This is an optimization exercise on Yosys and OpenROAD, whose aim is small area, a short achievable clock period and few clock cycles per item, not a production implementation. In this exercise RTL edits were held to simulation tests only and were not proved equivalent to the original. Power figures rest on the tool's default switching activity, not on a simulated workload.

Setup of build 60:
==> flow/design.v (excerpt) <==
module sliding_window_arq_control (
	input  logic        clk,
	input  logic        arst_n,
	input  logic        s_tvalid,
	output logic        s_tready,
	input  logic [47:0] s_tdata,    
	input  logic [1:0]  s_tuser,    
	output logic        m_tvalid,
	input  logic        m_tready,
	output logic [79:0] m_tdata,    
	output logic [2:0]  m_tuser,    
	output logic        m_tlast,
	input  logic        cfg_valid,
	output logic        cfg_ready,
	input  logic [1:0]  cfg_index,
	input  logic [30:0] cfg_data
);
Size in the first run: roughly 4400 cells after synthesis, about 180 I/O pins, ~0.050 mm^2 of cells after synthesis.
==> flow/config.mk <==
export PLATFORM = sky130hd
export DESIGN_NAME = sliding_window_arq_control
export DESIGN_NICKNAME = sliding_window_arq_control
export VERILOG_FILES = /design/flow/design.v
export SDC_FILE = /design/flow/constraint.sdc
export NUM_CORES = 4
export LEC_CHECK = 0
export ABC_CLOCK_PERIOD_IN_PS = 3500
export CAP_MARGIN = 20
export CORE_MARGIN = 2
export CORE_UTILIZATION = 60
export CTS_BUF_LIST = sky130_fd_sc_hd__clkbuf_8
export SLEW_MARGIN = 20
export TNS_END_PERCENT = 5
==> flow/constraint.sdc <==
create_clock -name core_clock -period 10.0 [get_ports {clk}]
set_input_delay 2.0000 -clock core_clock [delete_from_list [all_inputs] [get_ports {clk}]]
set_output_delay 2.0000 -clock core_clock [all_outputs]
set_load 0.01 [all_outputs]
standard.sh (not shown) runs the stock make flow with config.mk's settings and CLKGATE_MAP_FILE= SYNTH_SCRIPT=/design/flow/synth_recipe.tcl, a recipe that flattens the netlist after the stock synthesis.
==> flow/flow/run.sh <==
#!/bin/bash
# Standard layout with two changes to how it is made:
# - timing repair aims below the clock period (repair works until setup
#   slack reaches the margin, so it keeps shortening paths the 10 ns
#   constraint alone would leave as they are);
# - the port buffers are plain buf_4 cells, not the delay cells the default
#   port buffering picks.
set -euo pipefail
export SETUP_SLACK_MARGIN=6.5
export BUFFER_PORTS_ARGS="-buffer_cell sky130_fd_sc_hd__buf_4"
bash standard.sh > make.log 2>&1
Testbench counts of build 60, summed over its fixed seeds: cycles 5,355, items 4,800.
Input changes introduced in build 25 (baseline for comparison: build 60):
--- a/flow/design.v
+++ b/flow/design.v
@@ -187,70 +187,70 @@
 	assign walk_end  = (walk_rest == 8'd0);
 	assign walk_step = walk_v_q && !sec_v_q && (room || !walk_due);
 	always_comb begin
 		push   = 1'b0;
 		w_act  = swac_pkg::ACT_FULL;
 		w_slot = 3'd0;
 		w_seq  = 32'd0;
 		w_ack  = 32'd0;
 		w_len  = 10'd0;
 		w_last = 1'b1;
-		do_push_slot = 1'b0;
-		do_piggy     = 1'b0;
 		if (sec_v_q) begin
 			push  = room;
 			w_act = sec_close_q ? swac_pkg::ACT_CLOSE : swac_pkg::ACT_DELIV;
 			w_len = sec_len_q;
 		end else if (walk_v_q) begin
 			push   = room && walk_due;
 			w_act  = swac_pkg::ACT_RESEND;
 			w_slot = ptr_q;
 			w_seq  = rd_seq;
 			w_ack  = rd_ack;
 			w_len  = rd_len;
 			w_last = walk_end;
-		end else if (fire && makes_word) begin
-			push = 1'b1;
+		end else begin
+			push = fire && makes_word;
 			if ((in_data_q || in_end_q) && full) begin
 				w_act = swac_pkg::ACT_FULL;
 			end else if (in_data_q) begin
-				do_push_slot = 1'b1;
 				w_act  = swac_pkg::ACT_SEND;
 				w_slot = tail_q;
 				w_seq  = send_seq_q;
 				w_ack  = expect_q;
 				w_len  = pay_len;
 			end else if (in_end_q) begin
 				w_act = swac_pkg::ACT_END;
 				w_seq = send_seq_q;
 				w_ack = expect_q;
 				w_len = swac_pkg::HDR_END;
 			end else if (in_hdr_q) begin
 				w_act  = swac_pkg::ACT_DELIV;
 				w_last = !(ended_q && empty);
 			end else if (empty) begin
 				w_act  = swac_pkg::ACT_ACK;
 				w_ack  = expect_p1;
 				w_len  = swac_pkg::HDR_ACK;
 				w_last = 1'b0;
 			end else begin
-				do_piggy = 1'b1;
 				w_act  = swac_pkg::ACT_PIGGY;
 				w_slot = ptr_q;
 				w_seq  = rd_seq;
 				w_ack  = expect_p1;
 				w_len  = rd_len;
 				w_last = 1'b0;
 			end
 		end
 	end
-	assign walk_start = in_v_q && !blocked && in_tick_q && cd_zero && !empty;
+	logic fire_nw;
+	assign fire_nw      = in_v_q && !blocked;
+	assign walk_start   = fire_nw && in_tick_q && cd_zero && !empty;
+	assign do_push_slot = fire && in_data_q && !full && !in_zero_q;
+	assign do_piggy     = fire && in_recv_q && !in_ack_q && !in_hdr_q && !empty;
 	for (genvar g = 0; g < 8; g++) begin : g_cell
 		assign wr_en[g]  = do_push_slot && (tail_q == 3'(g));
 		assign ack_en[g] = wr_en[g] || do_piggy && (ptr_q == 3'(g));
 		swac_cell u_cell (
 			.clk     (clk),
 			.wr_en   (wr_en[g]),
 			.ack_en  (ack_en[g]),
 			.wr_seq  (send_seq_q),
 			.wr_ack  (do_piggy ? expect_p1 : expect_q),
 			.wr_len  (pay_len),
@@ -320,30 +320,33 @@
 							send_seq_q <= send_seq_q + 32'd1;
 						end
 					end
 				end
 				if (in_end_q) begin
 					if (!full) begin
 						ended_q    <= 1'b1;
 						send_seq_q <= send_seq_q + 32'd1;
 					end
 				end
-				if (in_recv_q) begin
-					if (in_ack_q) begin
-						occ_q <= kept;
-					end else if (!in_hdr_q) begin
+				if (in_recv_q && !in_ack_q) begin
+					if (!in_hdr_q) begin
 						expect_q <= expect_p1;
 					end
-					if (!in_ack_q && (!in_hdr_q || ended_q && empty)) begin
+					if (!in_hdr_q || ended_q && empty) begin
 						sec_v_q <= 1'b1;
 					end
 				end
+			end
+			if (fire_nw) begin
+				if (in_recv_q && in_ack_q) begin
+					occ_q <= kept;
+				end
 				if (in_tick_q) begin
 					if (cd_zero && !empty) begin
 						mark_q      <= rd_seq;
 						countdown_q <= timeout_q;
 						cd_zero_q   <= to_le_tick;
 						walk_pend_q <= 1'b1;
 					end else begin
 						countdown_q <= cd_zero ? 31'd0 : cd_diff;
 						cd_zero_q   <= cd_zero || cd_le_2tick;
 					end
Findings:
- [build 25] utilization fell 0.55 points relative to build 60
- Build 25 gives less clock period minus final worst setup slack than build 60 did.
- Between build 25 and build 60, the final-layout non-clock buffer area share figures differ only marginally.
- For build 25, the worst setup path category was flop to output port, unlike build 60, where it was primary input to flop.
- Build 25 against build 60: non-clock buffer count went up; wire length reported by the detailed router went down; power dissipated by switching net loads went down; multi-input logic cell count went down.
- Build 25: post-route cell area higher than build 60
- Global-route wire length before repair | build 25 below build 60
Testbench counts of build 25, summed over its fixed seeds: cycles 5,355, items 4,800.

---

Another version of the RTL of sliding_window_arq_control (not shown whole).
For scale: about 4200 cells after synthesis, ~980 flip-flops, about 49000 um^2 of cells after synthesis.
clock: 10.0 ns
lec_check: 0
abc_clock_period_in_ps: 3500
cap_margin: 20
core_margin: 2
core_utilization: 60
cts_buf_list: sky130_fd_sc_hd__clkbuf_8
cts_cluster_diameter: 56
cts_cluster_size: 12
slew_margin: 20
tns_end_percent: 5
Scripts as last shown in full above: flow/flow/run.sh
Testbench counts at the start, summed over its fixed seeds: cycles 5,355, items 4,800.
Rerun with:
--- a/flow/design.v
+++ b/flow/design.v
@@ -396,18 +396,17 @@
 			in_len_q <= in2_v_q ? in2_opd_q[9:0] : s_len;
 			if (nx_flags[3]) begin
 				opd_q <= walk_start ? rd_seq : mark_q;
 			end else begin
 				opd_q <= nx_opd;
 			end
-		end
-		if (!in2_v_q) begin
+		end else if (take) begin
 			in2_flags_q <= s_flags;
 			in2_opd_q   <= s_ack ? s_opd : {22'd0, s_len};
 		end
-		if (!sec_v_q) begin
+		if (fire && in_recv_q && !in_ack_q) begin
 			sec_close_q <= in_hdr_q;
 			sec_len_q   <= in_hdr_q ? 10'd0 : deliv_len;
 		end
 		if (walk_start) begin
 			walk_q <= occ_q & hit;
 		end else if (walk_step) begin
Effect:
- The changed run finished with timing, DRC and antenna clean
- design area stays flat
- routed wire length increases by 5.6%
- setup slack gets better by 0.10 ns
- worst hold slack gets better by 0.0051 ns
- die area grows by about 0.8%
- non-clock buffer count drops by 20
- sequential cell count does not change
- cell count rises by 0.45%
- area after synthesis rose by 0.77%
- clock power came out lower by about 2%
- register-to-register slack gets better by 0.10 ns
- via count goes up by 1.9%
- core utilization falls by 0.85 points
- count of clock-buffer cells in the layout goes up by 3
Testbench counts after the change, summed over its fixed seeds: cycles 5,355, items 4,800.

[re-timing with driven ports]
The results above use ideal ports. As a check the final layouts listed here were re-extracted and re-timed, cells and wires unchanged.
Step 1 (the two cells are an assumption about what drives the block):
set clk [get_ports {clk}]
set_driving_cell -lib_cell sky130_fd_sc_hd__clkbuf_16 $clk
set_driving_cell -lib_cell sky130_fd_sc_hd__buf_2 [delete_from_list [all_inputs] $clk]
Step 2 also shifts input and output timing later by t, the mid clock arrival at the registers, as if the neighbouring blocks saw the same clock.
Slacks: ideal ports / drivers / drivers and shift; pairs: ideal ports / drivers.
run	t, ns	slack for setup (ns)	hold WS [ns]	clock arrival spread, ns	slew at the worst register clock pin (ns)
build 60	0.901	6.282 / 6.315 / 5.414	0.476 / 0.476 / 0.476	0.047 / 0.048	0.07 / 0.07
build 25	0.928	6.435 / 6.368 / 5.575	0.468 / 0.468 / 0.468	0.044 / 0.044	0.08 / 0.08
the first run of note 2	0.814	6.331 / 6.331 / 5.542	0.470 / 0.470 / 0.470	0.066 / 0.066	0.09 / 0.09
the second run of note 2	0.840	6.436 / 6.436 / 5.681	0.475 / 0.475 / 0.475	0.058 / 0.058	0.10 / 0.10
After both steps every run listed still meets setup and hold. For build 60, which loses most, drivers alone change the setup slack by +0.033 ns; drivers and shift together by -0.868 ns.
